Source: an optimization exercise on an open RTL-to-GDS flow (aim: small area and a short achievable clock period). Production flows keep margins and buffers that such runs may drop. No functional check of the RTL was part of any run shown here.

==> flow/design.v, too long to show whole: its modules and the start of the top module <==
// module grad_top: 1835 lines
module grad_top (
    input  wire logic        clk,
    input  wire logic        rst,
    input  wire logic        in_valid,
    input  wire logic        sof,
    input  wire logic [7:0]  pixel,
    output logic             out_valid,
    output logic [32:0]      grad
);
  // ...
==> flow/flow/run.sh <==
#!/bin/bash
# The standard layout, with the port buffers made from buf_4 cells instead of the
# resizer's default pick (a delay cell), so that the ports are not slowed down.
set -euo pipefail
export BUFFER_PORTS_ARGS="-buffer_cell sky130_fd_sc_hd__buf_4"
bash standard.sh > standard.log 2>&1
==> flow/standard.sh <==
#!/bin/bash
# synth_recipe.tcl (not shown) runs the flow's synth.tcl, then flattens the netlist and writes it again
# the make line also repeats each setting of config.mk as NAME=value (left out here)
make -C /OpenROAD-flow-scripts/flow DESIGN_CONFIG=/design/flow/config.mk WORK_HOME=/design/flow/orfs CLKGATE_MAP_FILE= SYNTH_SCRIPT=/design/flow/synth_recipe.tcl "${@:-finish}"
==> flow/config.mk <==
export PLATFORM = sky130hd
export DESIGN_NAME = grad_top
export DESIGN_NICKNAME = grad_top
export VERILOG_FILES = /design/flow/design.v
export SDC_FILE = /design/flow/constraint.sdc
export NUM_CORES = 4
export LEC_CHECK = 0
export CAP_MARGIN = 20
export CORE_MARGIN = 2
export CORE_UTILIZATION = 65
export CTS_CLUSTER_DIAMETER = 90
export CTS_CLUSTER_SIZE = 30
export SLEW_MARGIN = 20
==> flow/constraint.sdc <==
create_clock -name core_clock -period 26.0 [get_ports {clk}]
set_input_delay 5.2000 -clock core_clock [delete_from_list [all_inputs] [get_ports {clk}]]
set_output_delay 5.2000 -clock core_clock [all_outputs]
set_load 0.01 [all_outputs]
==> results.cfg, run 1 <==
[worst_setup_path]
path_common_cell = o21ai_0
cp.depth = 27
reg2reg_depth = 27
crit_end = p3_drem[5]$_DFF_P_
crit_required_ns = 26.51
worstSetupPathType = flip-flop to flip-flop
r2r_start = p2_dsr[1]$_DFF_P_

[yosys]
synthTopCellsByCount = 402 x dfxtp_1, 266 x inv_1, 264 x edfxtp_1
ys_warn_count = 2
yosys_register_bits = 666
synth-edff-count = 264
syn_area_mm2 = 0.0304
yosysTopAreaCellShare_pct = 26.4

[route]
postRouteAntennaNets = 0
top_layer_used = met4
first_pass_iters = 5

[layout]
fillerInstances = 3341
post-route-util_pct = 69.9
drive_above_1_share_pct = 8.55
layout_commonest_cell = dfxtp_1
inverters_excl_clock = 269
multi_input_area_share_pct = 41.1
largest_register_ff_count = 264
dominant_cells = flip-flops and latches
clkbuf_count = 40

[global_routing]
grt_util_met1_pct = 27.2
grt_pass1_wl_um = 82800
grt_max_degree = 74

[timing]
min_period_over_period_pct = 25.1

[clock_network]
cts_buffers = 29

[run_status]
status = finished clean

[run]
cap_violations = 0

[min_path]
hold_path_depth = 0
==> inputs of run 2 (changes only) <==
--- a/flow/design.v
+++ b/flow/design.v
@@ -10,10 +10,4 @@
     output logic [32:0]      grad
 );
-    logic [7:0] sr [33];
-    logic [3:0] col;
-    logic [1:0] row;       
-    logic [3:0] cur_col;
-    logic [1:0] cur_row;
-    logic       interior;
     logic       in_v;
     logic       in_sof;
@@ -24,4 +18,10 @@
         in_pix <= pixel;
     end
+    logic [7:0] sr [33];
+    logic [3:0] col;
+    logic [1:0] row;       
+    logic [3:0] cur_col;
+    logic [1:0] cur_row;
+    logic       interior;
     assign cur_col  = in_sof ? 4'd0 : col;
     assign cur_row  = in_sof ? 2'd0 : row;
@@ -46,102 +46,124 @@
         end
     end
-    logic [8:0] vld;
+    logic [7-1:0] vld;
     always_ff @(posedge clk) begin
         if (!rst)
             vld <= '0;
         else
-            vld <= {vld[7:0], in_v & interior};
+            vld <= {vld[7-2:0], in_v & interior};
     end
-    assign out_valid = vld[8];
+    assign out_valid = vld[7-1];
     logic [8:0] dv, dh;
     logic [7:0] av, ah;
+    logic       neg, ovf, hz;
+    logic [7:0] dsr;
     assign dv = {1'b0, sr[0]}  - {1'b0, sr[32]};
     assign dh = {1'b0, sr[15]} - {1'b0, sr[17]};
     assign av = dv[8] ? 8'(-dv[7:0]) : dv[7:0];
     assign ah = dh[8] ? 8'(-dh[7:0]) : dh[7:0];
-    logic [7:0] r1_av, r1_ah;
-    logic       r1_hz, r1_neg, r1_ovf;
-    logic [7:0] r1_dsr;
-    assign r1_dsr = r1_ovf ? 8'd0 : {r1_ah[7:1], r1_ah[0] | r1_hz};
+    assign neg = (dv[8] ^ dh[8]) && (av != 8'd0);
+    assign ovf = (ah[7:5] == 3'd0) && (av[7:3] >= ah[4:0]) && (av != 8'd0);
+    assign hz  = (ah == 8'd0);
+    assign dsr = ovf ? 8'd0 : {ah[7:1], ah[0] | hz};
+    logic [8:0] dq0_t;
+    assign dq0_t = {{3'd0, av[7:3]}, av[2:0][2]};
+    logic [8:0] dq0_d;
+    logic dq0_ge;
+    logic [9:0] dq0_x;
+    assign dq0_x = {1'b0, dq0_t} - {1'b0, {1'b0, dsr}};
+    assign dq0_d = dq0_x[8:0];
+    assign dq0_ge = !dq0_x[9];
+    logic [7:0] dq0_r;
+    assign dq0_r = dq0_ge ? dq0_d[7:0] : dq0_t[7:0];
+    logic [0:0] dq0_q;
+    assign dq0_q = {dq0_ge};
+    logic [7:0] p1_drem;
+    logic [7:0] p1_dsr;
+    logic p1_neg;
+    logic p1_dquo;
+    logic [2:0] p1_num;
+    logic [7:0] p1_av;
+    logic [7:0] p1_ah;
     always_ff @(posedge clk) begin
-        r1_av  <= av;
-        r1_ah  <= ah;
-        r1_hz  <= (ah == 8'd0);
-        r1_neg <= (dv[8] ^ dh[8]) && (av != 8'd0);
-        r1_ovf <= (ah[7:5] == 3'd0) && (av[7:3] >= ah[4:0]) && (av != 8'd0);
+        p1_drem <= dq0_r;
+        p1_dsr <= dsr;
+        p1_neg <= neg;
+        p1_dquo <= dq0_q;
+        p1_num <= av[2:0];
+        p1_av <= av;
+        p1_ah <= ah;
     end
-    logic [16:0] ssq0;
     logic sq_w1;
     logic sq_w2;
-    assign sq_w1 = (r1_av[0] & r1_av[7]) ^ (r1_av[1] & r1_av[6]);
-    assign sq_w2 = (r1_av[0] & r1_av[7]) & (r1_av[1] & r1_av[6]);
+    assign sq_w1 = (p1_av[0] & p1_av[7]) ^ (p1_av[1] & p1_av[6]);
+    assign sq_w2 = (p1_av[0] & p1_av[7]) & (p1_av[1] & p1_av[6]);
     logic sq_w3;
     logic sq_w4;
-    assign sq_w3 = (r1_av[0] & r1_av[5]) ^ (r1_av[1] & r1_av[4]) ^ (r1_av[2] & r1_av[3]);
-    assign sq_w4 = ((r1_av[0] & r1_av[5]) & (r1_av[1] & r1_av[4])) | ((r1_av[0] & r1_av[5]) & (r1_av[2] & r1_av[3])) | ((r1_av[1] & r1_av[4]) & (r1_av[2] & r1_av[3]));
+    assign sq_w3 = (p1_av[0] & p1_av[5]) ^ (p1_av[1] & p1_av[4]) ^ (p1_av[2] & p1_av[3]);
+    assign sq_w4 = ((p1_av[0] & p1_av[5]) & (p1_av[1] & p1_av[4])) | ((p1_av[0] & p1_av[5]) & (p1_av[2] & p1_av[3])) | ((p1_av[1] & p1_av[4]) & (p1_av[2] & p1_av[3]));
     logic sq_w5;
     logic sq_w6;
-    assign sq_w5 = (r1_av[0] & r1_av[6]) ^ (r1_av[1] & r1_av[5]);
-    assign sq_w6 = (r1_av[0] & r1_av[6]) & (r1_av[1] & r1_av[5]);
+    assign sq_w5 = (p1_av[0] & p1_av[6]) ^ (p1_av[1] & p1_av[5]);
+    assign sq_w6 = (p1_av[0] & p1_av[6]) & (p1_av[1] & p1_av[5]);
     logic sq_w7;
     logic sq_w8;
-    assign sq_w7 = sq_w1 ^ (r1_av[2] & r1_av[5]) ^ (r1_av[3] & r1_av[4]);
-    assign sq_w8 = (sq_w1 & (r1_av[2] & r1_av[5])) | (sq_w1 & (r1_av[3] & r1_av[4])) | ((r1_av[2] & r1_av[5]) & (r1_av[3] & r1_av[4]));
+    assign sq_w7 = sq_w1 ^ (p1_av[2] & p1_av[5]) ^ (p1_av[3] & p1_av[4]);
+    assign sq_w8 = (sq_w1 & (p1_av[2] & p1_av[5])) | (sq_w1 & (p1_av[3] & p1_av[4])) | ((p1_av[2] & p1_av[5]) & (p1_av[3] & p1_av[4]));
     logic sq_w9;
     logic sq_w10;
-    assign sq_w9 = r1_av[4] ^ (r1_ah[0] & r1_ah[7]) ^ (r1_ah[1] & r1_ah[6]);
-    assign sq_w10 = (r1_av[4] & (r1_ah[0] & r1_ah[7])) | (r1_av[4] & (r1_ah[1] & r1_ah[6])) | ((r1_ah[0] & r1_ah[7]) & (r1_ah[1] & r1_ah[6]));
+    assign sq_w9 = p1_av[4] ^ (p1_ah[0] & p1_ah[7]) ^ (p1_ah[1] & p1_ah[6]);
+    assign sq_w10 = (p1_av[4] & (p1_ah[0] & p1_ah[7])) | (p1_av[4] & (p1_ah[1] & p1_ah[6])) | ((p1_ah[0] & p1_ah[7]) & (p1_ah[1] & p1_ah[6]));
     logic sq_w11;
     logic sq_w12;
-    assign sq_w11 = (r1_av[1] & r1_av[7]) ^ (r1_av[2] & r1_av[6]) ^ (r1_av[3] & r1_av[5]);
-    assign sq_w12 = ((r1_av[1] & r1_av[7]) & (r1_av[2] & r1_av[6])) | ((r1_av[1] & r1_av[7]) & (r1_av[3] & r1_av[5])) | ((r1_av[2] & r1_av[6]) & (r1_av[3] & r1_av[5]));
+    assign sq_w11 = (p1_av[1] & p1_av[7]) ^ (p1_av[2] & p1_av[6]) ^ (p1_av[3] & p1_av[5]);
+    assign sq_w12 = ((p1_av[1] & p1_av[7]) & (p1_av[2] & p1_av[6])) | ((p1_av[1] & p1_av[7]) & (p1_av[3] & p1_av[5])) | ((p1_av[2] & p1_av[6]) & (p1_av[3] & p1_av[5]));
     logic sq_w13;
     logic sq_w14;
-    assign sq_w13 = (r1_ah[1] & r1_ah[7]) ^ (r1_ah[2] & r1_ah[6]);
-    assign sq_w14 = (r1_ah[1] & r1_ah[7]) & (r1_ah[2] & r1_ah[6]);
+    assign sq_w13 = (p1_ah[1] & p1_ah[7]) ^ (p1_ah[2] & p1_ah[6]);
+    assign sq_w14 = (p1_ah[1] & p1_ah[7]) & (p1_ah[2] & p1_ah[6]);
     logic sq_w15;
     logic sq_w16;
-    assign sq_w15 = (r1_av[2] & r1_av[7]) ^ (r1_av[3] & r1_av[6]) ^ (r1_av[4] & r1_av[5]);
-    assign sq_w16 = ((r1_av[2] & r1_av[7]) & (r1_av[3] & r1_av[6])) | ((r1_av[2] & r1_av[7]) & (r1_av[4] & r1_av[5])) | ((r1_av[3] & r1_av[6]) & (r1_av[4] & r1_av[5]));
+    assign sq_w15 = (p1_av[2] & p1_av[7]) ^ (p1_av[3] & p1_av[6]) ^ (p1_av[4] & p1_av[5]);
+    assign sq_w16 = ((p1_av[2] & p1_av[7]) & (p1_av[3] & p1_av[6])) | ((p1_av[2] & p1_av[7]) & (p1_av[4] & p1_av[5])) | ((p1_av[3] & p1_av[6]) & (p1_av[4] & p1_av[5]));
     logic sq_w17;
     logic sq_w18;
-    assign sq_w17 = r1_av[5] ^ (r1_ah[2] & r1_ah[7]) ^ (r1_ah[3] & r1_ah[6]);
-    assign sq_w18 = (r1_av[5] & (r1_ah[2] & r1_ah[7])) | (r1_av[5] & (r1_ah[3] & r1_ah[6])) | ((r1_ah[2] & r1_ah[7]) & (r1_ah[3] & r1_ah[6]));
+    assign sq_w17 = p1_av[5] ^ (p1_ah[2] & p1_ah[7]) ^ (p1_ah[3] & p1_ah[6]);
+    assign sq_w18 = (p1_av[5] & (p1_ah[2] & p1_ah[7])) | (p1_av[5] & (p1_ah[3] & p1_ah[6])) | ((p1_ah[2] & p1_ah[7]) & (p1_ah[3] & p1_ah[6]));
     logic sq_w19;
     logic sq_w20;
-    assign sq_w19 = (r1_av[0] & r1_av[3]) ^ (r1_av[1] & r1_av[2]) ^ r1_av[2];
-    assign sq_w20 = ((r1_av[0] & r1_av[3]) & (r1_av[1] & r1_av[2])) | ((r1_av[0] & r1_av[3]) & r1_av[2]) | ((r1_av[1] & r1_av[2]) & r1_av[2]);
+    assign sq_w19 = (p1_av[0] & p1_av[3]) ^ (p1_av[1] & p1_av[2]) ^ p1_av[2];
+    assign sq_w20 = ((p1_av[0] & p1_av[3]) & (p1_av[1] & p1_av[2])) | ((p1_av[0] & p1_av[3]) & p1_av[2]) | ((p1_av[1] & p1_av[2]) & p1_av[2]);
     logic sq_w21;
     logic sq_w22;
-    assign sq_w21 = (r1_av[0] & r1_av[4]) ^ (r1_av[1] & r1_av[3]);
-    assign sq_w22 = (r1_av[0] & r1_av[4]) & (r1_av[1] & r1_av[3]);
+    assign sq_w21 = (p1_av[0] & p1_av[4]) ^ (p1_av[1] & p1_av[3]);
+    assign sq_w22 = (p1_av[0] & p1_av[4]) & (p1_av[1] & p1_av[3]);
     logic sq_w23;
     logic sq_w24;
-    assign sq_w23 = sq_w3 ^ r1_av[3] ^ (r1_ah[0] & r1_ah[5]);
-    assign sq_w24 = (sq_w3 & r1_av[3]) | (sq_w3 & (r1_ah[0] & r1_ah[5])) | (r1_av[3] & (r1_ah[0] & r1_ah[5]));
+    assign sq_w23 = sq_w3 ^ p1_av[3] ^ (p1_ah[0] & p1_ah[5]);
+    assign sq_w24 = (sq_w3 & p1_av[3]) | (sq_w3 & (p1_ah[0] & p1_ah[5])) | (p1_av[3] & (p1_ah[0] & p1_ah[5]));
     logic sq_w25;
     logic sq_w26;
-    assign sq_w25 = (r1_ah[1] & r1_ah[4]) ^ (r1_ah[2] & r1_ah[3]);
-    assign sq_w26 = (r1_ah[1] & r1_ah[4]) & (r1_ah[2] & r1_ah[3]);
+    assign sq_w25 = (p1_ah[1] & p1_ah[4]) ^ (p1_ah[2] & p1_ah[3]);
+    assign sq_w26 = (p1_ah[1] & p1_ah[4]) & (p1_ah[2] & p1_ah[3]);
     logic sq_w27;
     logic sq_w28;
-    assign sq_w27 = sq_w5 ^ (r1_av[2] & r1_av[4]) ^ (r1_ah[0] & r1_ah[6]);
-    assign sq_w28 = (sq_w5 & (r1_av[2] & r1_av[4])) | (sq_w5 & (r1_ah[0] & r1_ah[6])) | ((r1_av[2] & r1_av[4]) & (r1_ah[0] & r1_ah[6]));
+    assign sq_w27 = sq_w5 ^ (p1_av[2] & p1_av[4]) ^ (p1_ah[0] & p1_ah[6]);
+    assign sq_w28 = (sq_w5 & (p1_av[2] & p1_av[4])) | (sq_w5 & (p1_ah[0] & p1_ah[6])) | ((p1_av[2] & p1_av[4]) & (p1_ah[0] & p1_ah[6]));
     logic sq_w29;
     logic sq_w30;
-    assign sq_w29 = (r1_ah[1] & r1_ah[5]) ^ (r1_ah[2] & r1_ah[4]) ^ sq_w4;
-    assign sq_w30 = ((r1_ah[1] & r1_ah[5]) & (r1_ah[2] & r1_ah[4])) | ((r1_ah[1] & r1_ah[5]) & sq_w4) | ((r1_ah[2] & r1_ah[4]) & sq_w4);
+    assign sq_w29 = (p1_ah[1] & p1_ah[5]) ^ (p1_ah[2] & p1_ah[4]) ^ sq_w4;
+    assign sq_w30 = ((p1_ah[1] & p1_ah[5]) & (p1_ah[2] & p1_ah[4])) | ((p1_ah[1] & p1_ah[5]) & sq_w4) | ((p1_ah[2] & p1_ah[4]) & sq_w4);
     logic sq_w31;
     logic sq_w32;
-    assign sq_w31 = sq_w7 ^ sq_w9 ^ (r1_ah[2] & r1_ah[5]);
-    assign sq_w32 = (sq_w7 & sq_w9) | (sq_w7 & (r1_ah[2] & r1_ah[5])) | (sq_w9 & (r1_ah[2] & r1_ah[5]));
+    assign sq_w31 = sq_w7 ^ sq_w9 ^ (p1_ah[2] & p1_ah[5]);
+    assign sq_w32 = (sq_w7 & sq_w9) | (sq_w7 & (p1_ah[2] & p1_ah[5])) | (sq_w9 & (p1_ah[2] & p1_ah[5]));
     logic sq_w33;
     logic sq_w34;
-    assign sq_w33 = (r1_ah[3] & r1_ah[4]) ^ r1_ah[4] ^ sq_w6;
-    assign sq_w34 = ((r1_ah[3] & r1_ah[4]) & r1_ah[4]) | ((r1_ah[3] & r1_ah[4]) & sq_w6) | (r1_ah[4] & sq_w6);
+    assign sq_w33 = (p1_ah[3] & p1_ah[4]) ^ p1_ah[4] ^ sq_w6;
+    assign sq_w34 = ((p1_ah[3] & p1_ah[4]) & p1_ah[4]) | ((p1_ah[3] & p1_ah[4]) & sq_w6) | (p1_ah[4] & sq_w6);
     logic sq_w35;
     logic sq_w36;
-    assign sq_w35 = sq_w11 ^ sq_w13 ^ (r1_ah[3] & r1_ah[5]);
-    assign sq_w36 = (sq_w11 & sq_w13) | (sq_w11 & (r1_ah[3] & r1_ah[5])) | (sq_w13 & (r1_ah[3] & r1_ah[5]));
+    assign sq_w35 = sq_w11 ^ sq_w13 ^ (p1_ah[3] & p1_ah[5]);
+    assign sq_w36 = (sq_w11 & sq_w13) | (sq_w11 & (p1_ah[3] & p1_ah[5])) | (sq_w13 & (p1_ah[3] & p1_ah[5]));
     logic sq_w37;
     logic sq_w38;
@@ -150,42 +172,42 @@
     logic sq_w39;
     logic sq_w40;
-    assign sq_w39 = sq_w15 ^ sq_w17 ^ (r1_ah[4] & r1_ah[5]);
-    assign sq_w40 = (sq_w15 & sq_w17) | (sq_w15 & (r1_ah[4] & r1_ah[5])) | (sq_w17 & (r1_ah[4] & r1_ah[5]));
+    assign sq_w39 = sq_w15 ^ sq_w17 ^ (p1_ah[4] & p1_ah[5]);
+    assign sq_w40 = (sq_w15 & sq_w17) | (sq_w15 & (p1_ah[4] & p1_ah[5])) | (sq_w17 & (p1_ah[4] & p1_ah[5]));
     logic sq_w41;
     logic sq_w42;
-    assign sq_w41 = r1_ah[5] ^ sq_w12 ^ sq_w14;
-    assign sq_w42 = (r1_ah[5] & sq_w12) | (r1_ah[5] & sq_w14) | (sq_w12 & sq_w14);
+    assign sq_w41 = p1_ah[5] ^ sq_w12 ^ sq_w14;
+    assign sq_w42 = (p1_ah[5] & sq_w12) | (p1_ah[5] & sq_w14) | (sq_w12 & sq_w14);
     logic sq_w43;
     logic sq_w44;
-    assign sq_w43 = (r1_av[3] & r1_av[7]) ^ (r1_av[4] & r1_av[6]) ^ (r1_ah[3] & r1_ah[7]);
-    assign sq_w44 = ((r1_av[3] & r1_av[7]) & (r1_av[4] & r1_av[6])) | ((r1_av[3] & r1_av[7]) & (r1_ah[3] & r1_ah[7])) | ((r1_av[4] & r1_av[6]) & (r1_ah[3] & r1_ah[7]));
+    assign sq_w43 = (p1_av[3] & p1_av[7]) ^ (p1_av[4] & p1_av[6]) ^ (p1_ah[3] & p1_ah[7]);
+    assign sq_w44 = ((p1_av[3] & p1_av[7]) & (p1_av[4] & p1_av[6])) | ((p1_av[3] & p1_av[7]) & (p1_ah[3] & p1_ah[7])) | ((p1_av[4] & p1_av[6]) & (p1_ah[3] & p1_ah[7]));
     logic sq_w45;
     logic sq_w46;
-    assign sq_w45 = (r1_ah[4] & r1_ah[6]) ^ sq_w16 ^ sq_w18;
-    assign sq_w46 = ((r1_ah[4] & r1_ah[6]) & sq_w16) | ((r1_ah[4] & r1_ah[6]) & sq_w18) | (sq_w16 & sq_w18);
+    assign sq_w45 = (p1_ah[4] & p1_ah[6]) ^ sq_w16 ^ sq_w18;
+    assign sq_w46 = ((p1_ah[4] & p1_ah[6]) & sq_w16) | ((p1_ah[4] & p1_ah[6]) & sq_w18) | (sq_w16 & sq_w18);
     logic sq_w47;
     logic sq_w48;
-    assign sq_w47 = (r1_av[4] & r1_av[7]) ^ (r1_av[5] & r1_av[6]) ^ r1_av[6];
-    assign sq_w48 = ((r1_av[4] & r1_av[7]) & (r1_av[5] & r1_av[6])) | ((r1_av[4] & r1_av[7]) & r1_av[6]) | ((r1_av[5] & r1_av[6]) & r1_av[6]);
+    assign sq_w47 = (p1_av[4] & p1_av[7]) ^ (p1_av[5] & p1_av[6]) ^ p1_av[6];
+    assign sq_w48 = ((p1_av[4] & p1_av[7]) & (p1_av[5] & p1_av[6])) | ((p1_av[4] & p1_av[7]) & p1_av[6]) | ((p1_av[5] & p1_av[6]) & p1_av[6]);
     logic sq_w49;
     logic sq_w50;
-    assign sq_w49 = (r1_ah[4] & r1_ah[7]) ^ (r1_ah[5] & r1_ah[6]) ^ r1_ah[6];
-    assign sq_w50 = ((r1_ah[4] & r1_ah[7]) & (r1_ah[5] & r1_ah[6])) | ((r1_ah[4] & r1_ah[7]) & r1_ah[6]) | ((r1_ah[5] & r1_ah[6]) & r1_ah[6]);
+    assign sq_w49 = (p1_ah[4] & p1_ah[7]) ^ (p1_ah[5] & p1_ah[6]) ^ p1_ah[6];
+    assign sq_w50 = ((p1_ah[4] & p1_ah[7]) & (p1_ah[5] & p1_ah[6])) | ((p1_ah[4] & p1_ah[7]) & p1_ah[6]) | ((p1_ah[5] & p1_ah[6]) & p1_ah[6]);
     logic sq_w51;
     logic sq_w52;
-    assign sq_w51 = (r1_av[0] & r1_av[1]) ^ r1_av[1];
-    assign sq_w52 = (r1_av[0] & r1_av[1]) & r1_av[1];
+    assign sq_w51 = (p1_av[0] & p1_av[1]) ^ p1_av[1];
+    assign sq_w52 = (p1_av[0] & p1_av[1]) & p1_av[1];
     logic sq_w53;
     logic sq_w54;
-    assign sq_w53 = sq_w19 ^ (r1_ah[0] & r1_ah[3]);
-    assign sq_w54 = sq_w19 & (r1_ah[0] & r1_ah[3]);
+    assign sq_w53 = sq_w19 ^ (p1_ah[0] & p1_ah[3]);
+    assign sq_w54 = sq_w19 & (p1_ah[0] & p1_ah[3]);
     logic sq_w55;
     logic sq_w56;
-    assign sq_w55 = sq_w21 ^ (r1_ah[0] & r1_ah[4]) ^ (r1_ah[1] & r1_ah[3]);
-    assign sq_w56 = (sq_w21 & (r1_ah[0] & r1_ah[4])) | (sq_w21 & (r1_ah[1] & r1_ah[3])) | ((r1_ah[0] & r1_ah[4]) & (r1_ah[1] & r1_ah[3]));
+    assign sq_w55 = sq_w21 ^ (p1_ah[0] & p1_ah[4]) ^ (p1_ah[1] & p1_ah[3]);
+    assign sq_w56 = (sq_w21 & (p1_ah[0] & p1_ah[4])) | (sq_w21 & (p1_ah[1] & p1_ah[3])) | ((p1_ah[0] & p1_ah[4]) & (p1_ah[1] & p1_ah[3]));
     logic sq_w57;
     logic sq_w58;
-    assign sq_w57 = sq_w23 ^ sq_w25 ^ r1_ah[3];
-    assign sq_w58 = (sq_w23 & sq_w25) | (sq_w23 & r1_ah[3]) | (sq_w25 & r1_ah[3]);
+    assign sq_w57 = sq_w23 ^ sq_w25 ^ p1_ah[3];
+    assign sq_w58 = (sq_w23 & sq_w25) | (sq_w23 & p1_ah[3]) | (sq_w25 & p1_ah[3]);
     logic sq_w59;
     logic sq_w60;
@@ -214,22 +236,22 @@
     logic sq_w71;
     logic sq_w72;
-    assign sq_w71 = (r1_av[5] & r1_av[7]) ^ (r1_ah[5] & r1_ah[7]) ^ sq_w48;
-    assign sq_w72 = ((r1_av[5] & r1_av[7]) & (r1_ah[5] & r1_ah[7])) | ((r1_av[5] & r1_av[7]) & sq_w48) | ((r1_ah[5] & r1_ah[7]) & sq_w48);
+    assign sq_w71 = (p1_av[5] & p1_av[7]) ^ (p1_ah[5] & p1_ah[7]) ^ sq_w48;
+    assign sq_w72 = ((p1_av[5] & p1_av[7]) & (p1_ah[5] & p1_ah[7])) | ((p1_av[5] & p1_av[7]) & sq_w48) | ((p1_ah[5] & p1_ah[7]) & sq_w48);
     logic sq_w73;
     logic sq_w74;
-    assign sq_w73 = (r1_av[6] & r1_av[7]) ^ r1_av[7] ^ (r1_ah[6] & r1_ah[7]);
-    assign sq_w74 = ((r1_av[6] & r1_av[7]) & r1_av[7]) | ((r1_av[6] & r1_av[7]) & (r1_ah[6] & r1_ah[7])) | (r1_av[7] & (r1_ah[6] & r1_ah[7]));
+    assign sq_w73 = (p1_av[6] & p1_av[7]) ^ p1_av[7] ^ (p1_ah[6] & p1_ah[7]);
+    assign sq_w74 = ((p1_av[6] & p1_av[7]) & p1_av[7]) | ((p1_av[6] & p1_av[7]) & (p1_ah[6] & p1_ah[7])) | (p1_av[7] & (p1_ah[6] & p1_ah[7]));
     logic sq_w75;
     logic sq_w76;
-    assign sq_w75 = sq_w51 ^ (r1_ah[0] & r1_ah[1]);
-    assign sq_w76 = sq_w51 & (r1_ah[0] & r1_ah[1]);
+    assign sq_w75 = sq_w51 ^ (p1_ah[0] & p1_ah[1]);
+    assign sq_w76 = sq_w51 & (p1_ah[0] & p1_ah[1]);
     logic sq_w77;
     logic sq_w78;
-    assign sq_w77 = (r1_av[0] & r1_av[2]) ^ (r1_ah[0] & r1_ah[2]) ^ sq_w52;
-    assign sq_w78 = ((r1_av[0] & r1_av[2]) & (r1_ah[0] & r1_ah[2])) | ((r1_av[0] & r1_av[2]) & sq_w52) | ((r1_ah[0] & r1_ah[2]) & sq_w52);
+    assign sq_w77 = (p1_av[0] & p1_av[2]) ^ (p1_ah[0] & p1_ah[2]) ^ sq_w52;
+    assign sq_w78 = ((p1_av[0] & p1_av[2]) & (p1_ah[0] & p1_ah[2])) | ((p1_av[0] & p1_av[2]) & sq_w52) | ((p1_ah[0] & p1_ah[2]) & sq_w52);
     logic sq_w79;
     logic sq_w80;
-    assign sq_w79 = sq_w53 ^ (r1_ah[1] & r1_ah[2]) ^ r1_ah[2];
-    assign sq_w80 = (sq_w53 & (r1_ah[1] & r1_ah[2])) | (sq_w53 & r1_ah[2]) | ((r1_ah[1] & r1_ah[2]) & r1_ah[2]);
+    assign sq_w79 = sq_w53 ^ (p1_ah[1] & p1_ah[2]) ^ p1_ah[2];
+    assign sq_w80 = (sq_w53 & (p1_ah[1] & p1_ah[2])) | (sq_w53 & p1_ah[2]) | ((p1_ah[1] & p1_ah[2]) & p1_ah[2]);
     logic sq_w81;
     logic sq_w82;
@@ -270,28 +292,16 @@
     logic sq_w99;
     logic sq_w100;
-    assign sq_w99 = sq_w73 ^ r1_ah[7] ^ sq_w72;
-    assign sq_w100 = (sq_w73 & r1_ah[7]) | (sq_w73 & sq_w72) | (r1_ah[7] & sq_w72);
-    logic [16:0] sq_r0, sq_r1;
-    assign sq_r0 = {1'b0, sq_w74, sq_w99, sq_w97, sq_w95, sq_w93, sq_w91, sq_w89, sq_w87, sq_w85, sq_w83, sq_w81, sq_w79, sq_w77, sq_w75, 1'b0, r1_av[0]};
-    assign sq_r1 = {1'b0, sq_w100, sq_w98, sq_w96, sq_w94, sq_w92, sq_w90, sq_w88, sq_w86, sq_w84, sq_w82, sq_w80, sq_w78, sq_w76, r1_ah[1], 1'b0, r1_ah[0]};
-    assign ssq0 = sq_r0 + sq_r1;
-    logic [8:0] dq0_t;
-    assign dq0_t = {{3'd0, r1_av[7:3]}, r1_av[2:0][2]};
-    logic [8:0] dq0_d;
-    logic dq0_ge;
-    logic [9:0] dq0_x;
-    assign dq0_x = {1'b0, dq0_t} - {1'b0, {1'b0, r1_dsr}};
-    assign dq0_d = dq0_x[8:0];
-    assign dq0_ge = !dq0_x[9];
-    logic [7:0] dq0_r;
-    assign dq0_r = dq0_ge ? dq0_d[7:0] : dq0_t[7:0];
-    logic [0:0] dq0_q;
-    assign dq0_q = {dq0_ge};
+    assign sq_w99 = sq_w73 ^ p1_ah[7] ^ sq_w72;
+    assign sq_w100 = (sq_w73 & p1_ah[7]) | (sq_w73 & sq_w72) | (p1_ah[7] & sq_w72);
+    logic [16:0] sq_r0, sq_r1, ssq;
+    assign sq_r0 = {1'b0, sq_w74, sq_w99, sq_w97, sq_w95, sq_w93, sq_w91, sq_w89, sq_w87, sq_w85, sq_w83, sq_w81, sq_w79, sq_w77, sq_w75, 1'b0, p1_av[0]};
+    assign sq_r1 = {1'b0, sq_w100, sq_w98, sq_w96, sq_w94, sq_w92, sq_w90, sq_w88, sq_w86, sq_w84, sq_w82, sq_w80, sq_w78, sq_w76, p1_ah[1], 1'b0, p1_ah[0]};
+    assign ssq = sq_r0 + sq_r1;
     logic [8:0] dq1_t;
-    assign dq1_t = {dq0_r, r1_av[2:0][1]};
+    assign dq1_t = {p1_drem, p1_num[1]};
     logic [8:0] dq1_d;
     logic dq1_ge;
     logic [9:0] dq1_x;
-    assign dq1_x = {1'b0, dq1_t} - {1'b0, {1'b0, r1_dsr}};
+    assign dq1_x = {1'b0, dq1_t} - {1'b0, {1'b0, p1_dsr}};
     assign dq1_d = dq1_x[8:0];
     assign dq1_ge = !dq1_x[9];
@@ -299,25 +309,11 @@
     assign dq1_r = dq1_ge ? dq1_d[7:0] : dq1_t[7:0];
     logic [1:0] dq1_q;
-    assign dq1_q = {dq0_q, dq1_ge};
-    logic [7:0] p2_drem;
-    logic [1:0] p2_dquo;
-    logic [7:0] p2_dsr;
-    logic p2_neg;
-    logic [2:0] p2_num;
-    logic [16:0] p2_srad;
-    always_ff @(posedge clk) begin
-        p2_drem <= dq1_r;
-        p2_dquo <= dq1_q;
-        p2_dsr  <= r1_dsr;
-        p2_neg  <= r1_neg;
-        p2_num  <= r1_av[2:0];
-        p2_srad <= ssq0;
-    end
+    assign dq1_q = {p1_dquo, dq1_ge};
     logic [8:0] dq2_t;
-    assign dq2_t = {p2_drem, p2_num[0]};
+    assign dq2_t = {dq1_r, p1_num[0]};
     logic [8:0] dq2_d;
     logic dq2_ge;
     logic [9:0] dq2_x;
-    assign dq2_x = {1'b0, dq2_t} - {1'b0, {1'b0, p2_dsr}};
+    assign dq2_x = {1'b0, dq2_t} - {1'b0, {1'b0, p1_dsr}};
     assign dq2_d = dq2_x[8:0];
     assign dq2_ge = !dq2_x[9];
@@ -325,5 +321,5 @@
     assign dq2_r = dq2_ge ? dq2_d[7:0] : dq2_t[7:0];
     logic [2:0] dq2_q;
-    assign dq2_q = {p2_dquo, dq2_ge};
+    assign dq2_q = {dq1_q, dq2_ge};
     logic [8:0] dq3_t;
     assign dq3_t = {dq2_r, 1'b0};
@@ -331,5 +327,5 @@
     logic dq3_ge;
     logic [9:0] dq3_x;
-    assign dq3_x = {1'b0, dq3_t} - {1'b0, {1'b0, p2_dsr}};
+    assign dq3_x = {1'b0, dq3_t} - {1'b0, {1'b0, p1_dsr}};
     assign dq3_d = dq3_x[8:0];
     assign dq3_ge = !dq3_x[9];
@@ -338,6 +334,18 @@
     logic [3:0] dq3_q;
     assign dq3_q = {dq2_q, dq3_ge};
+    logic [7:0] p2_drem;
+    logic [7:0] p2_dsr;
+    logic p2_neg;
+    logic [3:0] p2_dquo;
+    logic [16:0] p2_srad;
+    always_ff @(posedge clk) begin
+        p2_drem <= dq3_r;
+        p2_dsr <= p1_dsr;
+        p2_neg <= p1_neg;
+        p2_dquo <= dq3_q;
+        p2_srad <= ssq;
+    end
     logic [8:0] dq4_t;
-    assign dq4_t = {dq3_r, 1'b0};
+    assign dq4_t = {p2_drem, 1'b0};
     logic [8:0] dq4_d;
     logic dq4_ge;
@@ -349,5 +357,29 @@
     assign dq4_r = dq4_ge ? dq4_d[7:0] : dq4_t[7:0];
     logic [4:0] dq4_q;
-    assign dq4_q = {dq3_q, dq4_ge};
+    assign dq4_q = {p2_dquo, dq4_ge};
+    logic [8:0] dq5_t;
+    assign dq5_t = {dq4_r, 1'b0};
+    logic [8:0] dq5_d;
+    logic dq5_ge;
+    logic [9:0] dq5_x;
+    assign dq5_x = {1'b0, dq5_t} - {1'b0, {1'b0, p2_dsr}};
+    assign dq5_d = dq5_x[8:0];
+    assign dq5_ge = !dq5_x[9];
+    logic [7:0] dq5_r;
+    assign dq5_r = dq5_ge ? dq5_d[7:0] : dq5_t[7:0];
+    logic [5:0] dq5_q;
+    assign dq5_q = {dq4_q, dq5_ge};
+    logic [8:0] dq6_t;
+    assign dq6_t = {dq5_r, 1'b0};
+    logic [8:0] dq6_d;
+    logic dq6_ge;
+    logic [9:0] dq6_x;
+    assign dq6_x = {1'b0, dq6_t} - {1'b0, {1'b0, p2_dsr}};
+    assign dq6_d = dq6_x[8:0];
+    assign dq6_ge = !dq6_x[9];
+    logic [7:0] dq6_r;
+    assign dq6_r = dq6_ge ? dq6_d[7:0] : dq6_t[7:0];
+    logic [6:0] dq6_q;
+    assign dq6_q = {dq5_q, dq6_ge};
     logic [2:0] sq0_c, sq0_t;
     assign sq0_c = 3'({1'b0, p2_srad[16]});
@@ -492,43 +524,55 @@
     assign sq2_q = {sq1_q, sq2_ge};
     logic [7:0] p3_drem;
-    logic [4:0] p3_dquo;
     logic [7:0] p3_dsr;
     logic p3_neg;
+    logic [6:0] p3_dquo;
     logic [16:0] p3_srad;
     logic [3:0] p3_srem;
     logic [2:0] p3_sroot;
     always_ff @(posedge clk) begin
-        p3_drem <= dq4_r;
-        p3_dquo <= dq4_q;
-        p3_dsr  <= p2_dsr;
-        p3_neg  <= p2_neg;
+        p3_drem <= dq6_r;
+        p3_dsr <= p2_dsr;
+        p3_neg <= p2_neg;
+        p3_dquo <= dq6_q;
         p3_srad <= p2_srad;
-        p3_srem  <= sq2_r;
+        p3_srem <= sq2_r;
         p3_sroot <= sq2_q;
     end
-    logic [8:0] dq5_t;
-    assign dq5_t = {p3_drem, 1'b0};
-    logic [8:0] dq5_d;
-    logic dq5_ge;
-    logic [9:0] dq5_x;
-    assign dq5_x = {1'b0, dq5_t} - {1'b0, {1'b0, p3_dsr}};
-    assign dq5_d = dq5_x[8:0];
-    assign dq5_ge = !dq5_x[9];
-    logic [7:0] dq5_r;
-    assign dq5_r = dq5_ge ? dq5_d[7:0] : dq5_t[7:0];
-    logic [5:0] dq5_q;
-    assign dq5_q = {p3_dquo, dq5_ge};
-    logic [8:0] dq6_t;
-    assign dq6_t = {dq5_r, 1'b0};
-    logic [8:0] dq6_d;
-    logic dq6_ge;
-    logic [9:0] dq6_x;
-    assign dq6_x = {1'b0, dq6_t} - {1'b0, {1'b0, p3_dsr}};
-    assign dq6_d = dq6_x[8:0];
-    assign dq6_ge = !dq6_x[9];
-    logic [7:0] dq6_r;
-    assign dq6_r = dq6_ge ? dq6_d[7:0] : dq6_t[7:0];
-    logic [6:0] dq6_q;
-    assign dq6_q = {dq5_q, dq6_ge};
+    logic [8:0] dq7_t;
+    assign dq7_t = {p3_drem, 1'b0};
+    logic [8:0] dq7_d;
+    logic dq7_ge;
+    logic [9:0] dq7_x;
+    assign dq7_x = {1'b0, dq7_t} - {1'b0, {1'b0, p3_dsr}};
+    assign dq7_d = dq7_x[8:0];
+    assign dq7_ge = !dq7_x[9];
+    logic [7:0] dq7_r;
+    assign dq7_r = dq7_ge ? dq7_d[7:0] : dq7_t[7:0];
+    logic [7:0] dq7_q;
+    assign dq7_q = {p3_dquo, dq7_ge};
+    logic [8:0] dq8_t;
+    assign dq8_t = {dq7_r, 1'b0};
+    logic [8:0] dq8_d;
+    logic dq8_ge;
+    logic [9:0] dq8_x;
+    assign dq8_x = {1'b0, dq8_t} - {1'b0, {1'b0, p3_dsr}};
+    assign dq8_d = dq8_x[8:0];
+    assign dq8_ge = !dq8_x[9];
+    logic [7:0] dq8_r;
+    assign dq8_r = dq8_ge ? dq8_d[7:0] : dq8_t[7:0];
+    logic [8:0] dq8_q;
+    assign dq8_q = {dq7_q, dq8_ge};
+    logic [8:0] dq9_t;
+    assign dq9_t = {dq8_r, 1'b0};
+    logic [8:0] dq9_d;
+    logic dq9_ge;
+    logic [9:0] dq9_x;
+    assign dq9_x = {1'b0, dq9_t} - {1'b0, {1'b0, p3_dsr}};
+    assign dq9_d = dq9_x[8:0];
+    assign dq9_ge = !dq9_x[9];
+    logic [7:0] dq9_r;
+    assign dq9_r = dq9_ge ? dq9_d[7:0] : dq9_t[7:0];
+    logic [9:0] dq9_q;
+    assign dq9_q = {dq8_q, dq9_ge};
     logic [5:0] sq3_c, sq3_t;
     assign sq3_c = 6'({p3_srem, p3_srad[11:10]});
@@ -754,55 +798,55 @@
     assign sq5_q = {sq4_q, sq5_ge};
     logic [7:0] p4_drem;
-    logic [6:0] p4_dquo;
     logic [7:0] p4_dsr;
     logic p4_neg;
+    logic [9:0] p4_dquo;
     logic [16:0] p4_srad;
     logic [6:0] p4_srem;
     logic [5:0] p4_sroot;
     always_ff @(posedge clk) begin
-        p4_drem <= dq6_r;
-        p4_dquo <= dq6_q;
-        p4_dsr  <= p3_dsr;
-        p4_neg  <= p3_neg;
+        p4_drem <= dq9_r;
+        p4_dsr <= p3_dsr;
+        p4_neg <= p3_neg;
+        p4_dquo <= dq9_q;
         p4_srad <= p3_srad;
-        p4_srem  <= sq5_r;
+        p4_srem <= sq5_r;
         p4_sroot <= sq5_q;
     end
-    logic [8:0] dq7_t;
-    assign dq7_t = {p4_drem, 1'b0};
-    logic [8:0] dq7_d;
-    logic dq7_ge;
-    logic [9:0] dq7_x;
-    assign dq7_x = {1'b0, dq7_t} - {1'b0, {1'b0, p4_dsr}};
-    assign dq7_d = dq7_x[8:0];
-    assign dq7_ge = !dq7_x[9];
-    logic [7:0] dq7_r;
-    assign dq7_r = dq7_ge ? dq7_d[7:0] : dq7_t[7:0];
-    logic [7:0] dq7_q;
-    assign dq7_q = {p4_dquo, dq7_ge};
-    logic [8:0] dq8_t;
-    assign dq8_t = {dq7_r, 1'b0};
-    logic [8:0] dq8_d;
-    logic dq8_ge;
-    logic [9:0] dq8_x;
-    assign dq8_x = {1'b0, dq8_t} - {1'b0, {1'b0, p4_dsr}};
-    assign dq8_d = dq8_x[8:0];
-    assign dq8_ge = !dq8_x[9];
-    logic [7:0] dq8_r;
-    assign dq8_r = dq8_ge ? dq8_d[7:0] : dq8_t[7:0];
-    logic [8:0] dq8_q;
-    assign dq8_q = {dq7_q, dq8_ge};
-    logic [8:0] dq9_t;
-    assign dq9_t = {dq8_r, 1'b0};
-    logic [8:0] dq9_d;
-    logic dq9_ge;
-    logic [9:0] dq9_x;
-    assign dq9_x = {1'b0, dq9_t} - {1'b0, {1'b0, p4_dsr}};
-    assign dq9_d = dq9_x[8:0];
-    assign dq9_ge = !dq9_x[9];
-    logic [7:0] dq9_r;
-    assign dq9_r = dq9_ge ? dq9_d[7:0] : dq9_t[7:0];
-    logic [9:0] dq9_q;
-    assign dq9_q = {dq8_q, dq9_ge};
+    logic [8:0] dq10_t;
+    assign dq10_t = {p4_drem, 1'b0};
+    logic [8:0] dq10_d;
+    logic dq10_ge;
+    logic [9:0] dq10_x;
+    assign dq10_x = {1'b0, dq10_t} - {1'b0, {1'b0, p4_dsr}};
+    assign dq10_d = dq10_x[8:0];
+    assign dq10_ge = !dq10_x[9];
+    logic [7:0] dq10_r;
+    assign dq10_r = dq10_ge ? dq10_d[7:0] : dq10_t[7:0];
+    logic [10:0] dq10_q;
+    assign dq10_q = {p4_dquo, dq10_ge};
+    logic [8:0] dq11_t;
+    assign dq11_t = {dq10_r, 1'b0};
+    logic [8:0] dq11_d;
+    logic dq11_ge;
+    logic [9:0] dq11_x;
+    assign dq11_x = {1'b0, dq11_t} - {1'b0, {1'b0, p4_dsr}};
+    assign dq11_d = dq11_x[8:0];
+    assign dq11_ge = !dq11_x[9];
+    logic [7:0] dq11_r;
+    assign dq11_r = dq11_ge ? dq11_d[7:0] : dq11_t[7:0];
+    logic [11:0] dq11_q;
+    assign dq11_q = {dq10_q, dq11_ge};
+    logic [8:0] dq12_t;
+    assign dq12_t = {dq11_r, 1'b0};
+    logic [8:0] dq12_d;
+    logic dq12_ge;
+    logic [9:0] dq12_x;
+    assign dq12_x = {1'b0, dq12_t} - {1'b0, {1'b0, p4_dsr}};
+    assign dq12_d = dq12_x[8:0];
+    assign dq12_ge = !dq12_x[9];
+    logic [7:0] dq12_r;
+    assign dq12_r = dq12_ge ? dq12_d[7:0] : dq12_t[7:0];
+    logic [12:0] dq12_q;
+    assign dq12_q = {dq11_q, dq12_ge};
     logic [8:0] sq6_c, sq6_t;
     assign sq6_c = 9'({p4_srem, p4_srad[5:4]});
@@ -998,47 +1042,7 @@
     assign sq7_r = sq7_ge ? sq7_d[8:0] : sq7_c[8:0];
     assign sq7_q = {sq6_q, sq7_ge};
-    logic [7:0] p5_drem;
-    logic [9:0] p5_dquo;
-    logic [7:0] p5_dsr;
-    logic p5_neg;
-    logic [16:0] p5_srad;
-    logic [8:0] p5_srem;
-    logic [7:0] p5_sroot;
-    always_ff @(posedge clk) begin
-        p5_drem <= dq9_r;
-        p5_dquo <= dq9_q;
-        p5_dsr  <= p4_dsr;
-        p5_neg  <= p4_neg;
-        p5_srad <= p4_srad;
-        p5_srem  <= sq7_r;
-        p5_sroot <= sq7_q;
-    end
-    logic [8:0] dq10_t;
-    assign dq10_t = {p5_drem, 1'b0};
-    logic [8:0] dq10_d;
-    logic dq10_ge;
-    logic [9:0] dq10_x;
-    assign dq10_x = {1'b0, dq10_t} - {1'b0, {1'b0, p5_dsr}};
-    assign dq10_d = dq10_x[8:0];
-    assign dq10_ge = !dq10_x[9];
-    logic [7:0] dq10_r;
-    assign dq10_r = dq10_ge ? dq10_d[7:0] : dq10_t[7:0];
-    logic [10:0] dq10_q;
-    assign dq10_q = {p5_dquo, dq10_ge};
-    logic [8:0] dq11_t;
-    assign dq11_t = {dq10_r, 1'b0};
-    logic [8:0] dq11_d;
-    logic dq11_ge;
-    logic [9:0] dq11_x;
-    assign dq11_x = {1'b0, dq11_t} - {1'b0, {1'b0, p5_dsr}};
-    assign dq11_d = dq11_x[8:0];
-    assign dq11_ge = !dq11_x[9];
-    logic [7:0] dq11_r;
-    assign dq11_r = dq11_ge ? dq11_d[7:0] : dq11_t[7:0];
-    logic [11:0] dq11_q;
-    assign dq11_q = {dq10_q, dq11_ge};
     logic [10:0] sq8_c, sq8_t;
-    assign sq8_c = 11'({p5_srem, p5_srad[1:0]});
-    assign sq8_t = 11'({p5_sroot, 2'b01});
+    assign sq8_c = 11'({sq7_r, p4_srad[1:0]});
+    assign sq8_t = 11'({sq7_q, 2'b01});
     logic [10:0] sq8_a, sq8_b;
     assign sq8_a = sq8_c;
@@ -1150,8 +1154,60 @@
     logic [8:0] sq8_q;
     assign sq8_r = sq8_ge ? sq8_d[9:0] : sq8_c[9:0];
-    assign sq8_q = {p5_sroot, sq8_ge};
+    assign sq8_q = {sq7_q, sq8_ge};
+    logic [7:0] p5_drem;
+    logic [7:0] p5_dsr;
+    logic p5_neg;
+    logic [12:0] p5_dquo;
+    logic [16:0] p5_srad;
+    logic [9:0] p5_srem;
+    logic [8:0] p5_sroot;
+    always_ff @(posedge clk) begin
+        p5_drem <= dq12_r;
+        p5_dsr <= p4_dsr;
+        p5_neg <= p4_neg;
+        p5_dquo <= dq12_q;
+        p5_srad <= p4_srad;
+        p5_srem <= sq8_r;
+        p5_sroot <= sq8_q;
+    end
+    logic [8:0] dq13_t;
+    assign dq13_t = {p5_drem, 1'b0};
+    logic [8:0] dq13_d;
+    logic dq13_ge;
+    logic [9:0] dq13_x;
+    assign dq13_x = {1'b0, dq13_t} - {1'b0, {1'b0, p5_dsr}};
+    assign dq13_d = dq13_x[8:0];
+    assign dq13_ge = !dq13_x[9];
+    logic [7:0] dq13_r;
+    assign dq13_r = dq13_ge ? dq13_d[7:0] : dq13_t[7:0];
+    logic [13:0] dq13_q;
+    assign dq13_q = {p5_dquo, dq13_ge};
+    logic [8:0] dq14_t;
+    assign dq14_t = {dq13_r, 1'b0};
+    logic [8:0] dq14_d;
+    logic dq14_ge;
+    logic [9:0] dq14_x;
+    assign dq14_x = {1'b0, dq14_t} - {1'b0, {1'b0, p5_dsr}};
+    assign dq14_d = dq14_x[8:0];
+    assign dq14_ge = !dq14_x[9];
+    logic [7:0] dq14_r;
+    assign dq14_r = dq14_ge ? dq14_d[7:0] : dq14_t[7:0];
+    logic [14:0] dq14_q;
+    assign dq14_q = {dq13_q, dq14_ge};
+    logic [8:0] dq15_t;
+    assign dq15_t = {dq14_r, 1'b0};
+    logic [8:0] dq15_d;
+    logic dq15_ge;
+    logic [9:0] dq15_x;
+    assign dq15_x = {1'b0, dq15_t} - {1'b0, {1'b0, p5_dsr}};
+    assign dq15_d = dq15_x[8:0];
+    assign dq15_ge = !dq15_x[9];
+    logic [7:0] dq15_r;
+    assign dq15_r = dq15_ge ? dq15_d[7:0] : dq15_t[7:0];
+    logic [15:0] dq15_q;
+    assign dq15_q = {dq14_q, dq15_ge};
     logic [11:0] sq9_c, sq9_t;
-    assign sq9_c = 12'({sq8_r, 2'b00});
-    assign sq9_t = 12'({sq8_q, 2'b01});
+    assign sq9_c = 12'({p5_srem, 2'b00});
+    assign sq9_t = 12'({p5_sroot, 2'b01});
     logic [11:0] sq9_a, sq9_b;
     assign sq9_a = sq9_c;
@@ -1270,60 +1326,8 @@
     logic [9:0] sq9_q;
     assign sq9_r = sq9_ge ? sq9_d[10:0] : sq9_c[10:0];
-    assign sq9_q = {sq8_q, sq9_ge};
-    logic [7:0] p6_drem;
-    logic [11:0] p6_dquo;
-    logic [7:0] p6_dsr;
-    logic p6_neg;
-    logic [16:0] p6_srad;
-    logic [10:0] p6_srem;
-    logic [9:0] p6_sroot;
-    always_ff @(posedge clk) begin
-        p6_drem <= dq11_r;
-        p6_dquo <= dq11_q;
-        p6_dsr  <= p5_dsr;
-        p6_neg  <= p5_neg;
-        p6_srad <= p5_srad;
-        p6_srem  <= sq9_r;
-        p6_sroot <= sq9_q;
-    end
-    logic [8:0] dq12_t;
-    assign dq12_t = {p6_drem, 1'b0};
-    logic [8:0] dq12_d;
-    logic dq12_ge;
-    logic [9:0] dq12_x;
-    assign dq12_x = {1'b0, dq12_t} - {1'b0, {1'b0, p6_dsr}};
-    assign dq12_d = dq12_x[8:0];
-    assign dq12_ge = !dq12_x[9];
-    logic [7:0] dq12_r;
-    assign dq12_r = dq12_ge ? dq12_d[7:0] : dq12_t[7:0];
-    logic [12:0] dq12_q;
-    assign dq12_q = {p6_dquo, dq12_ge};
-    logic [8:0] dq13_t;
-    assign dq13_t = {dq12_r, 1'b0};
-    logic [8:0] dq13_d;
-    logic dq13_ge;
-    logic [9:0] dq13_x;
-    assign dq13_x = {1'b0, dq13_t} - {1'b0, {1'b0, p6_dsr}};
-    assign dq13_d = dq13_x[8:0];
-    assign dq13_ge = !dq13_x[9];
-    logic [7:0] dq13_r;
-    assign dq13_r = dq13_ge ? dq13_d[7:0] : dq13_t[7:0];
-    logic [13:0] dq13_q;
-    assign dq13_q = {dq12_q, dq13_ge};
-    logic [8:0] dq14_t;
-    assign dq14_t = {dq13_r, 1'b0};
-    logic [8:0] dq14_d;
-    logic dq14_ge;
-    logic [9:0] dq14_x;
-    assign dq14_x = {1'b0, dq14_t} - {1'b0, {1'b0, p6_dsr}};
-    assign dq14_d = dq14_x[8:0];
-    assign dq14_ge = !dq14_x[9];
-    logic [7:0] dq14_r;
-    assign dq14_r = dq14_ge ? dq14_d[7:0] : dq14_t[7:0];
-    logic [14:0] dq14_q;
-    assign dq14_q = {dq13_q, dq14_ge};
+    assign sq9_q = {p5_sroot, sq9_ge};
     logic [12:0] sq10_c, sq10_t;
-    assign sq10_c = 13'({p6_srem, 2'b00});
-    assign sq10_t = 13'({p6_sroot, 2'b01});
+    assign sq10_c = 13'({sq9_r, 2'b00});
+    assign sq10_t = 13'({sq9_q, 2'b01});
     logic [12:0] sq10_a, sq10_b;
     assign sq10_a = sq10_c;
@@ -1452,39 +1456,27 @@
     logic [10:0] sq10_q;
     assign sq10_r = sq10_ge ? sq10_d[11:0] : sq10_c[11:0];
-    assign sq10_q = {p6_sroot, sq10_ge};
-    logic [7:0] p7_drem;
-    logic [14:0] p7_dquo;
-    logic [7:0] p7_dsr;
-    logic p7_neg;
-    logic [16:0] p7_srad;
-    logic [11:0] p7_srem;
-    logic [10:0] p7_sroot;
+    assign sq10_q = {sq9_q, sq10_ge};
+    logic [7:0] p6_drem;
+    logic [7:0] p6_dsr;
+    logic p6_neg;
+    logic [15:0] p6_dquo;
+    logic [16:0] p6_srad;
+    logic [11:0] p6_srem;
+    logic [10:0] p6_sroot;
     always_ff @(posedge clk) begin
-        p7_drem <= dq14_r;
-        p7_dquo <= dq14_q;
-        p7_dsr  <= p6_dsr;
-        p7_neg  <= p6_neg;
-        p7_srad <= p6_srad;
-        p7_srem  <= sq10_r;
-        p7_sroot <= sq10_q;
+        p6_drem <= dq15_r;
+        p6_dsr <= p5_dsr;
+        p6_neg <= p5_neg;
+        p6_dquo <= dq15_q;
+        p6_srad <= p5_srad;
+        p6_srem <= sq10_r;
+        p6_sroot <= sq10_q;
     end
-    logic [8:0] dq15_t;
-    assign dq15_t = {p7_drem, 1'b0};
-    logic [8:0] dq15_d;
-    logic dq15_ge;
-    logic [9:0] dq15_x;
-    assign dq15_x = {1'b0, dq15_t} - {1'b0, {1'b0, p7_dsr}};
-    assign dq15_d = dq15_x[8:0];
-    assign dq15_ge = !dq15_x[9];
-    logic [7:0] dq15_r;
-    assign dq15_r = dq15_ge ? dq15_d[7:0] : dq15_t[7:0];
-    logic [15:0] dq15_q;
-    assign dq15_q = {p7_dquo, dq15_ge};
     logic [8:0] dq16_t;
-    assign dq16_t = {dq15_r, 1'b0};
+    assign dq16_t = {p6_drem, 1'b0};
     logic [8:0] dq16_d;
     logic dq16_ge;
     logic [9:0] dq16_x;
-    assign dq16_x = {1'b0, dq16_t} - {1'b0, {1'b0, p7_dsr}};
+    assign dq16_x = {1'b0, dq16_t} - {1'b0, {1'b0, p6_dsr}};
     assign dq16_d = dq16_x[8:0];
     assign dq16_ge = !dq16_x[9];
@@ -1492,8 +1484,32 @@
     assign dq16_r = dq16_ge ? dq16_d[7:0] : dq16_t[7:0];
     logic [16:0] dq16_q;
-    assign dq16_q = {dq15_q, dq16_ge};
+    assign dq16_q = {p6_dquo, dq16_ge};
+    logic [8:0] dq17_t;
+    assign dq17_t = {dq16_r, 1'b0};
+    logic [8:0] dq17_d;
+    logic dq17_ge;
+    logic [9:0] dq17_x;
+    assign dq17_x = {1'b0, dq17_t} - {1'b0, {1'b0, p6_dsr}};
+    assign dq17_d = dq17_x[8:0];
+    assign dq17_ge = !dq17_x[9];
+    logic [7:0] dq17_r;
+    assign dq17_r = dq17_ge ? dq17_d[7:0] : dq17_t[7:0];
+    logic [17:0] dq17_q;
+    assign dq17_q = {dq16_q, dq17_ge};
+    logic [8:0] dq18_t;
+    assign dq18_t = {dq17_r, 1'b0};
+    logic [8:0] dq18_d;
+    logic dq18_ge;
+    logic [9:0] dq18_x;
+    assign dq18_x = {1'b0, dq18_t} - {1'b0, {1'b0, p6_dsr}};
+    assign dq18_d = dq18_x[8:0];
+    assign dq18_ge = !dq18_x[9];
+    logic [7:0] dq18_r;
+    assign dq18_r = dq18_ge ? dq18_d[7:0] : dq18_t[7:0];
+    logic [18:0] dq18_q;
+    assign dq18_q = {dq17_q, dq18_ge};
     logic [13:0] sq11_c, sq11_t;
-    assign sq11_c = 14'({p7_srem, 2'b00});
-    assign sq11_t = 14'({p7_sroot, 2'b01});
+    assign sq11_c = 14'({p6_srem, 2'b00});
+    assign sq11_t = 14'({p6_sroot, 2'b01});
     logic [13:0] sq11_a, sq11_b;
     assign sq11_a = sq11_c;
@@ -1629,48 +1645,8 @@
     logic [11:0] sq11_q;
     assign sq11_r = sq11_ge ? sq11_d[12:0] : sq11_c[12:0];
-    assign sq11_q = {p7_sroot, sq11_ge};
-    logic [7:0] p8_drem;
-    logic [16:0] p8_dquo;
-    logic [7:0] p8_dsr;
-    logic p8_neg;
-    logic [16:0] p8_srad;
-    logic [12:0] p8_srem;
-    logic [11:0] p8_sroot;
-    always_ff @(posedge clk) begin
-        p8_drem <= dq16_r;
-        p8_dquo <= dq16_q;
-        p8_dsr  <= p7_dsr;
-        p8_neg  <= p7_neg;
-        p8_srad <= p7_srad;
-        p8_srem  <= sq11_r;
-        p8_sroot <= sq11_q;
-    end
-    logic [8:0] dq17_t;
-    assign dq17_t = {p8_drem, 1'b0};
-    logic [8:0] dq17_d;
-    logic dq17_ge;
-    logic [9:0] dq17_x;
-    assign dq17_x = {1'b0, dq17_t} - {1'b0, {1'b0, p8_dsr}};
-    assign dq17_d = dq17_x[8:0];
-    assign dq17_ge = !dq17_x[9];
-    logic [7:0] dq17_r;
-    assign dq17_r = dq17_ge ? dq17_d[7:0] : dq17_t[7:0];
-    logic [17:0] dq17_q;
-    assign dq17_q = {p8_dquo, dq17_ge};
-    logic [8:0] dq18_t;
-    assign dq18_t = {dq17_r, 1'b0};
-    logic [8:0] dq18_d;
-    logic dq18_ge;
-    logic [9:0] dq18_x;
-    assign dq18_x = {1'b0, dq18_t} - {1'b0, {1'b0, p8_dsr}};
-    assign dq18_d = dq18_x[8:0];
-    assign dq18_ge = !dq18_x[9];
-    logic [7:0] dq18_r;
-    assign dq18_r = dq18_ge ? dq18_d[7:0] : dq18_t[7:0];
-    logic [18:0] dq18_q;
-    assign dq18_q = {dq17_q, dq18_ge};
+    assign sq11_q = {p6_sroot, sq11_ge};
     logic [14:0] sq12_c, sq12_t;
-    assign sq12_c = 15'({p8_srem, 2'b00});
-    assign sq12_t = 15'({p8_sroot, 2'b01});
+    assign sq12_c = 15'({sq11_r, 2'b00});
+    assign sq12_t = 15'({sq11_q, 2'b01});
     logic [14:0] sq12_a, sq12_b;
     assign sq12_a = sq12_c;
@@ -1822,5 +1798,5 @@
     logic [12:0] sq12_q;
     assign sq12_r = sq12_ge ? sq12_d[13:0] : sq12_c[13:0];
-    assign sq12_q = {p8_sroot, sq12_ge};
+    assign sq12_q = {sq11_q, sq12_ge};
     logic [18:0] q, q_low, q_neg;
     logic [19:0] tan;
@@ -1831,5 +1807,5 @@
     end
     assign q_neg = q ^ q_low;
-    assign tan = p8_neg ? {1'b1, (&q) ? 19'd0 : q_neg} : {1'b0, q};
+    assign tan = p6_neg ? {1'b1, (&q) ? 19'd0 : q_neg} : {1'b0, q};
     always_ff @(posedge clk) begin
         grad <= {sq12_q, tan};
==> flow/run.sh (new file) <==
#!/bin/bash
# synth_recipe.tcl (not shown) runs the flow's synth.tcl, then flattens the netlist and writes it again
# the make line also repeats each setting of config.mk as NAME=value (left out here)
make -C /OpenROAD-flow-scripts/flow DESIGN_CONFIG=/design/flow/config.mk WORK_HOME=/design/flow/orfs CLKGATE_MAP_FILE= SYNTH_SCRIPT=/design/flow/synth_recipe.tcl finish
--- a/flow/config.mk
+++ b/flow/config.mk
@@ -9,5 +9,5 @@
 export CORE_MARGIN = 2
 export CORE_UTILIZATION = 65
-export CTS_CLUSTER_DIAMETER = 90
-export CTS_CLUSTER_SIZE = 30
+export CTS_CLUSTER_DIAMETER = 80
+export CTS_CLUSTER_SIZE = 25
 export SLEW_MARGIN = 20
removed: flow/flow/run.sh
removed: flow/standard.sh
==> results.cfg, run 2 <==
[timing]
slew_headroom_pct = 30.8
fin_crit_ns = 7.10
rsz0062_at_grt = false
setup_viol = 0
fin_setup_tns_ns = 0
drv_slew = 0
hold_viol = 0
worst_pin_slew_ns = 1.04
hold_ws_ns = 0.329
timing.fmax_mhz = 141
clock_skew_ns = 0.0146
min_period_over_period_pct = 27.3

[clock_network]
clock-root-buffer = clkbuf_16
cts_tree = yes
cts_buffers = 30
path_clk_slew_ns = 0.10
clkLatencyLatePin_ns = 0.61
post_cts_resized = 0
cts_setup_buffers = 0
clock-sinks = 584
clockBufferDepth = 3
cts_hold_buffers = 0
htree_levels = 1

[yosys]
synth_ff_type = dfxtp_1
synthArstFlopShare_pct = 0
syn_area_mm2 = 0.0290
yosysTopAreaCellShare_pct = 27.3
synth_area_leaders = edfxtp_1 27%, dfxtp_1 22%, ha_1 11%
ys_types = 87
synth_most_common_cell = dfxtp_1
ys_seq_area_share_pct = 49.4
synth-edff-count = 264
yosys_register_bits = 584
synthTopCellsByCount = 320 x dfxtp_1, 264 x edfxtp_1, 257 x ha_1
ys_warn_count = 2
synth_nets = 2927
synthCells = 2585
synth.largest_area_cell = edfxtp_1
avgSynthCellArea_um2 = 11.2

[worst_setup_path]
crit_required_ns = 26.49
worstSetupStartpointType = flip-flop
worstSetupPathType = flip-flop to flip-flop
worst_ep_arrival_time_ns = 7.59
endpoint_kind = flip-flop
critPathMaxFanout = 12

[route]
wirelength_um = 53200
num_vias = 18200
drt_iter0_markers = 886
drc = 0
postRouteAntennaNets = 0
wire_per_inst_um = 16.4
first_pass_iters = 5
via_per_inst = 5.62

[die]
rows = 77
fp.dieArea_mm2 = 0.0464
io_pins = 46
die_width_um = 215
core-area_mm2 = 0.0441
start_util_pct = 65.8
die_y_um = 215

[layout]
regMostFlops = sr
layout_commonest_cell = dfxtp_1
drive_above_1_share_pct = 5.65
largest_register_ff_count = 264
final_cell_mix = 319 x dfxtp_1, 264 x edfxtp_1, 257 x ha_1, 242 x inv_1, 180 x nor2_1
diodes = 0
reg_top3 = sr (264), grad (33), p2_srad (17)
syn_to_final_growth_pct = 7.14
nNetsFinal = 2974

[global_routing]
grt_util_all_layers_pct = 23.0
grt_max_degree = 90
grt_antenna_before_repair = 1
grt_pass1_wl_um = 88300
grt_pass1_vias = 18500
overflow = 0

[min_path]
hp-class = flip-flop to flip-flop

[run]
cap_violations = 0

[placement]
port_buffers = 45
gp_congestion = 0.901
dpl.hpwl_um = 39700

[run_status]
status = finished clean
[run 2: final cells by class]
cell class / count / area, um^2
fill: 3243 / 13000
timing repair buffer: 48 / 473
clock buffer: 45 / 848
inverter: 245 / 922
tap: 592 / 741
multi-input combinational: 1723 / 13600
sequential: 584 / 14300
clock inverter: 11 / 148
[run 2: path summary, 6_finish.rpt]
| path | from | endpoint | slack [ns] | cells past startpoint |
|---|---|---|---|---|
| setup / recovery | p1_dsr[1]$_DFF_P_ | p2_drem[7]$_DFF_P_ | 18.90 | 27 |
| hold / removal | p2_srad[11]$_DFF_P_ | p3_srad[11]$_DFF_P_ | 0.33 | 0 |
| setup reg to reg | p1_dsr[1]$_DFF_P_ | p2_drem[7]$_DFF_P_ | 18.90 | 27 |
| hold reg to reg | p2_srad[11]$_DFF_P_ | p3_srad[11]$_DFF_P_ | 0.33 | 0 |
[run 2: metrics by stage]
step,util [%],instances,setup slack [ns],area (um^2)
2_1_floorplan,-,2585,19.00,29000
3_3_place_gp,68.2,3192,19.15,30100
3_5_place_dp,68.2,3192,18.97,30100
4_1_cts,70.5,3248,18.93,31100
5_1_grt,70.5,3248,18.18,31100
6_report,70.5,3248,18.90,31100
[run 2: routing by layer]
metal,routed length (um),up-vias,track usage [%],part of all wire (%)
met4,1310,0,6.80,2.5
met5,0,-,0,0
met2,26300,269,41.1,50
met3,1660,80,2.66,3.1
met1,23900,8721,29.5,45
li1,-,9179,-,-
[run 2: kinds of logic after synthesis]
kind of cell / count (synthesis) / synth area share [%]
flip-flops: 584 / 49.4
XOR/XNOR: 170 / 5.13
buffers and inverters: 278 / 3.69
adder cells (fa/ha/maj): 330 / 16.1
AO/OA/AOI/OAI: 532 / 11.9
other: 1 / 0.0129
multiplexers: 104 / 3.92
AND/OR/NAND/NOR: 586 / 9.89
[run 2: critical path, stage by stage (launching register included)]
cell	delay, ns
dfxtp_1	0.38
inv_1	0.16
ha_1	0.31
nor2b_1	0.14
o31a_1	0.30
o31ai_4	0.21
a21oi_2	0.09
a211o_1	0.45
a21oi_1	0.32
ha_1	0.28
nor2b_1	0.14
o31a_1	0.27
o31a_1	0.26
o21ai_1	0.12
nand2b_1	0.09
a221o_1	0.54
o21ai_0	0.40
inv_1	0.10
ha_1	0.29
nor2b_1	0.13
o21ai_0	0.23
a21boi_0	0.15
o21ai_0	0.27
a21boi_0	0.16
o21ai_0	0.18
nand2b_1	0.14
a211oi_4	0.48
mux2_2	0.39

==> port drivers added, routing unchanged <==
How much do the figures lean on ideal ports? The routed layouts below were timed once more, with nothing changed but the port constraints.
Step 1 (the two cells are an assumption about what drives the block):
set clk [get_ports {clk}]
set_driving_cell -lib_cell sky130_fd_sc_hd__clkbuf_16 $clk
set_driving_cell -lib_cell sky130_fd_sc_hd__buf_2 [delete_from_list [all_inputs] $clk]
Step 2, shift: input delay + t, output delay - t, t = (earliest + latest rising clock arrival at the registers) / 2. This alone moves slack from input paths to output paths.
a / b / c = ideal ports / drivers / drivers and shift; a / b = the first two.
run	shift t [ns]	slack for setup (ns)	hold slack, ns	clock arrival spread, ns	slew at the worst register clock pin (ns)
run 1	0.655	19.482 / 19.482 / 19.482	0.323 / 0.323 / 0.323	0.028 / 0.028	0.11 / 0.11
run 2	0.657	18.903 / 18.903 / 18.903	0.329 / 0.329 / 0.329	0.019 / 0.019	0.10 / 0.10
After both steps every run listed still meets setup and hold.
